This is an optimization exercise on Yosys and OpenROAD, whose aim is small area, not a production implementation.
At most, simulation tests tie the RTL to the original design; equivalence was not proved.
No activity file was given, so power comes from the tool's default toggle rates.

## memwb_stage
module memwb_stage (
  input  logic         clk,
  input  logic         reset,
  input  logic [3:0]   ctrl_MEM,
  input  logic [31:0]  ALU_out_MEM,
  input  logic [31:0]  write_data_MEM,
  input  logic [4:0]   reg_dst_MEM,
  output logic         mem_stall,
  output logic [1:0]   ctrl_WB,
  output logic [31:0]  read_data_WB,
  output logic [31:0]  ALU_out_WB,
  output logic [4:0]   reg_dst_WB,
  output logic         misalign_WB
);
  localparam int NT = 22;   
  logic [31:0] ring [64];
  logic [5:0]  rot;
  logic        b1, b2;
  logic        wb_pend;
  logic [5:0]  wb_addr;
  logic [5:0]  wb_slot;    
  logic [31:0] wb_data;
  logic [1:0]  ctrl_wb_q;
  logic        misalign_wb_q;
  logic [31:0] read_data_wb_q;
  logic [31:0] alu_out_wb_q;
  logic [4:0]  reg_dst_wb_q;
  logic          access, misal, stall, commit, st_commit, byp, drain;
  logic [5:0]    addr;
  logic [NT-1:0] we, wen;
  logic          hsel, bsel, tapok;
  logic          attap_q, attap_d;   
  logic [5:0]    slot;
  logic [3:0]    wsum;
  logic [NT-1:0] hit, tsel;
  logic [31:0]   wd_pos, wd_neg, rdata;
  logic [NT*32-1:0] port_y;
  genvar pk, pb, b, i;
  always_comb begin
    access    = ctrl_MEM[1] | ctrl_MEM[0];
    misal     = access & (ALU_out_MEM[1:0] != 2'b00);
    stall     = b1 | (~b2 & access);
    commit    = ~stall & ~reset;
    st_commit = commit & ctrl_MEM[0] & ~misal;
    addr      = ALU_out_MEM[7:2];
    byp       = wb_pend & (wb_addr == addr);
    for (int k = 0; k < NT; k++) begin
      we[k]   = (wb_slot == 6'(3 * k)) & wb_pend;
    end
    wen    = ~we;
    drain  = |we;
    slot  = addr + rot;
    wsum  = 4'(slot[0]) + 4'(slot[2]) + 4'(slot[4]) +
            4'({slot[1], 1'b0}) + 4'({slot[3], 1'b0}) + 4'({slot[5], 1'b0});
    attap_d = (slot == 6'd63) | (wsum == 4'd2) | (wsum == 4'd5) | (wsum == 4'd8);
    tapok  = ~byp & ~misal;
    tsel   = hit & {NT{tapok}};
    bsel   = byp & ~misal;
    hsel   = (b1 | b2) & ~attap_q & ~byp & ~misal;
    wd_pos = wb_data;
    wd_neg = ~wb_data;
  end
  memwb_tapdec u_dec (.addr(addr), .rot(rot), .hit(hit));
  for (b = 0; b < 32; b++) begin : g_rd
    logic [11:0] s, d, sn, dn;
    for (i = 0; i < 11; i++) begin : g_t
  ...
clock: 3.5 ns
lec_check: 0
cap_margin: 20
core_margin: 2
core_utilization: 60
cts_buf_list: sky130_fd_sc_hd__clkbuf_8
cts_cluster_diameter: 60
cts_cluster_size: 20
slew_margin: 20
synth_hierarchical: 1
standard.sh (not shown) runs the stock make flow with config.mk's settings and CLKGATE_MAP_FILE= SYNTH_SCRIPT=/design/flow/synth_recipe.tcl, a recipe that flattens the netlist after the stock synthesis.
==> flow/flow/run.sh <==
#!/bin/bash
# The standard layout, with three changes: ports are buffered with the
# smallest buffer; the buffers that timing-driven global placement adds while
# the placement is still rough are not kept (the later repair steps buffer and
# size from the final placement); and clock tree synthesis uses clkbuf_8
# clusters under a clkbuf_16 root, without dummy loads.
set -euo pipefail
export BUFFER_PORTS_ARGS="-buffer_cell sky130_fd_sc_hd__buf_1"
export GPL_KEEP_OVERFLOW=0
export CTS_ARGS="-sink_clustering_enable -repair_clock_nets -buf_list sky130_fd_sc_hd__clkbuf_8 -sink_clustering_size 20 -sink_clustering_max_diameter 55 -dont_use_dummy_load -root_buf sky130_fd_sc_hd__clkbuf_16"
bash standard.sh > standard_flow.log 2>&1
Edit:
==> flow/flow/run.sh (replaced) <==
#!/bin/bash
# The standard layout, with two changes: ports are buffered with the smallest
# buffer, and clock tree synthesis uses clkbuf_8 clusters under a clkbuf_16 root, without dummy loads.
set -euo pipefail
export BUFFER_PORTS_ARGS="-buffer_cell sky130_fd_sc_hd__buf_1"
export CTS_ARGS="-sink_clustering_enable -repair_clock_nets -buf_list sky130_fd_sc_hd__clkbuf_8 -sink_clustering_size 20 -sink_clustering_max_diameter 55 -dont_use_dummy_load -root_buf sky130_fd_sc_hd__clkbuf_16"
bash standard.sh > standard_flow.log 2>&1
The changed run finished with timing, DRC and antenna clean.
Design area came out higher slightly.
Hold slack degrades by 0.0064 ns.
Count of clock-buffer cells in the layout falls by 1.
Setup slack improved by 0.051 ns.


Setup of run A:
memwb_stage, a different RTL version from the one above (not shown whole).
For scale: ~3700 cells after synthesis, ~2200 flip-flops.
==> flow/design.v (excerpt) <==
module memwb_stage (
  input  logic         clk,
  input  logic         reset,
  input  logic [3:0]   ctrl_MEM,
  input  logic [31:0]  ALU_out_MEM,
  input  logic [31:0]  write_data_MEM,
  input  logic [4:0]   reg_dst_MEM,
  output logic         mem_stall,
  output logic [1:0]   ctrl_WB,
  output logic [31:0]  read_data_WB,
  output logic [31:0]  ALU_out_WB,
  output logic [4:0]   reg_dst_WB,
  output logic         misalign_WB
);
  localparam int NT = 22;   
  logic [31:0] ring [64];
  logic [5:0]  rot;
  logic        b1, b2;
  logic        wb_pend;
  logic [5:0]  wb_addr;
  logic [5:0]  wb_slot;    
  logic [31:0] wb_data;
  logic [1:0]  ctrl_wb_q;
  logic        misalign_wb_q;
  logic [31:0] read_data_wb_q;
  logic [31:0] alu_out_wb_q;
  logic [4:0]  reg_dst_wb_q;
  logic          access, misal, stall, commit, st_commit, byp, drain;
  logic [5:0]    addr;
  logic [NT-1:0] we, wen;
  logic          hsel, bsel, tapok, anyhit;
  logic [NT-1:0] hit;
  logic [31:0]   wd_pos, wd_neg, rdata;
  logic [NT*32-1:0] port_y;
  genvar pk, pb, b, i;
  always_comb begin
    access    = ctrl_MEM[1] | ctrl_MEM[0];
    misal     = access & (ALU_out_MEM[1:0] != 2'b00);
    stall     = b1 | (~b2 & access);
    commit    = ~stall & ~reset;
    st_commit = commit & ctrl_MEM[0] & ~misal;
  ...
Settings: LEC_CHECK=0, CAP_MARGIN=10, CORE_MARGIN=2, CORE_UTILIZATION=70, CTS_BUF_LIST=sky130_fd_sc_hd__clkbuf_8, CTS_CLUSTER_DIAMETER=60, CTS_CLUSTER_SIZE=20, SLEW_MARGIN=10, SYNTH_HIERARCHICAL=1; clock period 3.5 ns.
==> flow/flow/run.sh <==
#!/bin/bash
# The standard layout, with two changes: ports are buffered with the smallest
# buffer, and clock tree synthesis uses clkbuf_8 clusters under a clkbuf_16 root, without dummy loads.
set -euo pipefail
export BUFFER_PORTS_ARGS="-buffer_cell sky130_fd_sc_hd__buf_1"
export CTS_ARGS="-sink_clustering_enable -repair_clock_nets -buf_list sky130_fd_sc_hd__clkbuf_8 -sink_clustering_size 18 -sink_clustering_max_diameter 50 -dont_use_dummy_load -root_buf sky130_fd_sc_hd__clkbuf_16"
bash standard.sh > standard_flow.log 2>&1
Input changes introduced in run B (baseline for comparison: run A):
==> flow/flow/run.sh <==
#!/bin/bash
# The standard layout, with two changes: ports are buffered with the smallest
# buffer, and clock tree synthesis uses clkbuf_8 clusters without dummy loads.
set -euo pipefail
export BUFFER_PORTS_ARGS="-buffer_cell sky130_fd_sc_hd__buf_1"
export CTS_ARGS="-sink_clustering_enable -repair_clock_nets -buf_list sky130_fd_sc_hd__clkbuf_8 -sink_clustering_size 20 -sink_clustering_max_diameter 60 -dont_use_dummy_load"
bash standard.sh > standard_flow.log 2>&1
==> flow/config.mk <==
export PLATFORM = sky130hd
export DESIGN_NAME = memwb_stage
export DESIGN_NICKNAME = memwb_stage
export VERILOG_FILES = /design/flow/design.v
export SDC_FILE = /design/flow/constraint.sdc
export NUM_CORES = 4
export LEC_CHECK = 0
export CAP_MARGIN = 20
export CORE_MARGIN = 2
export CORE_UTILIZATION = 60
export CTS_BUF_LIST = sky130_fd_sc_hd__clkbuf_8
export CTS_CLUSTER_DIAMETER = 60
export CTS_CLUSTER_SIZE = 20
export SLEW_MARGIN = 20
export SYNTH_HIERARCHICAL = 1
==> run summary <==
Run B: total routing usage reported by global routing 5.0 points below run A
Via count of the first global-routing pass of run B exceeds that of run A slightly.
The run showing the smaller starting density of the core is run B.
Final-layout clock-cell area share for run B: 0.32 points down relative to run A
Area growth from synthesis to final layout in run B is 1.7 points above run A.
Area: run B vs run A -> run B larger
Run A → run B: clock transition time at the flip-flop clock pins of the worst setup and hold paths held steady; share of layout cells above drive strength 1 held steady; total power shrank by about 0.5%; number of filler instances in the final layout grew by 1843.
### run B -> run C
==> flow/flow/run.sh <==
#!/bin/bash
# The standard layout, with two changes: ports are buffered with the smallest
# buffer, and clock tree synthesis uses clkbuf_8 clusters under a clkbuf_16 root, without dummy loads.
set -euo pipefail
export BUFFER_PORTS_ARGS="-buffer_cell sky130_fd_sc_hd__buf_1"
export CTS_ARGS="-sink_clustering_enable -repair_clock_nets -buf_list sky130_fd_sc_hd__clkbuf_8 -sink_clustering_size 20 -sink_clustering_max_diameter 60 -dont_use_dummy_load -root_buf sky130_fd_sc_hd__clkbuf_16"
bash standard.sh > standard_flow.log 2>&1
[summary]
Layout buffer count excluding clock buffers down 51 in run C wrt run B
On final non-filler cell area, run B loses to run C.
Changes observed in run C relative to run B: number of placed instances, taps included essentially unchanged; routed wire length -0.46%.
Function was not checked in any run of this note: the RTL went through the layout flow alone.

==> static timing again, ports no longer ideal <==
The results above use ideal ports. As a check the final layouts listed here were re-extracted and re-timed, cells and wires unchanged. Step 1, drivers: a clkbuf_16 drives clk and a buf_2 each remaining input, both assumed. Step 2 also shifts input and output timing later by t, the mid clock arrival at the registers, as if the neighbouring blocks saw the same clock. Slacks: ideal ports / drivers / drivers and shift; pairs: ideal ports / drivers.
| run | t, ns | setup WS [ns] | worst hold slack (ns) | pins driven straight from the clock port |
|---|---|---|---|---|
| the first run of note 1 | 0.762 | 0.152 / 0.152 / -0.377 | 0.064 / 0.014 / 0.288 | 1 |
| the second run of note 1 | 0.772 | 0.203 / 0.203 / -0.212 | 0.058 / 0.008 / 0.294 | 1 |
| run A | 0.746 | 0.205 / 0.205 / -0.174 | 0.061 / 0.023 / 0.273 | 1 |
| run B | 0.896 | 0.172 / 0.172 / -0.178 | 0.043 / -0.001 / 0.269 | 1 |
| run C | 0.764 | 0.172 / 0.172 / -0.180 | 0.064 / 0.015 / 0.267 | 1 |
With both steps, setup timing fails in every run listed, where it was met with ideal ports. For the first run of note 1, which loses most, drivers alone change the setup slack by 0.000 ns; drivers and shift together by -0.529 ns.
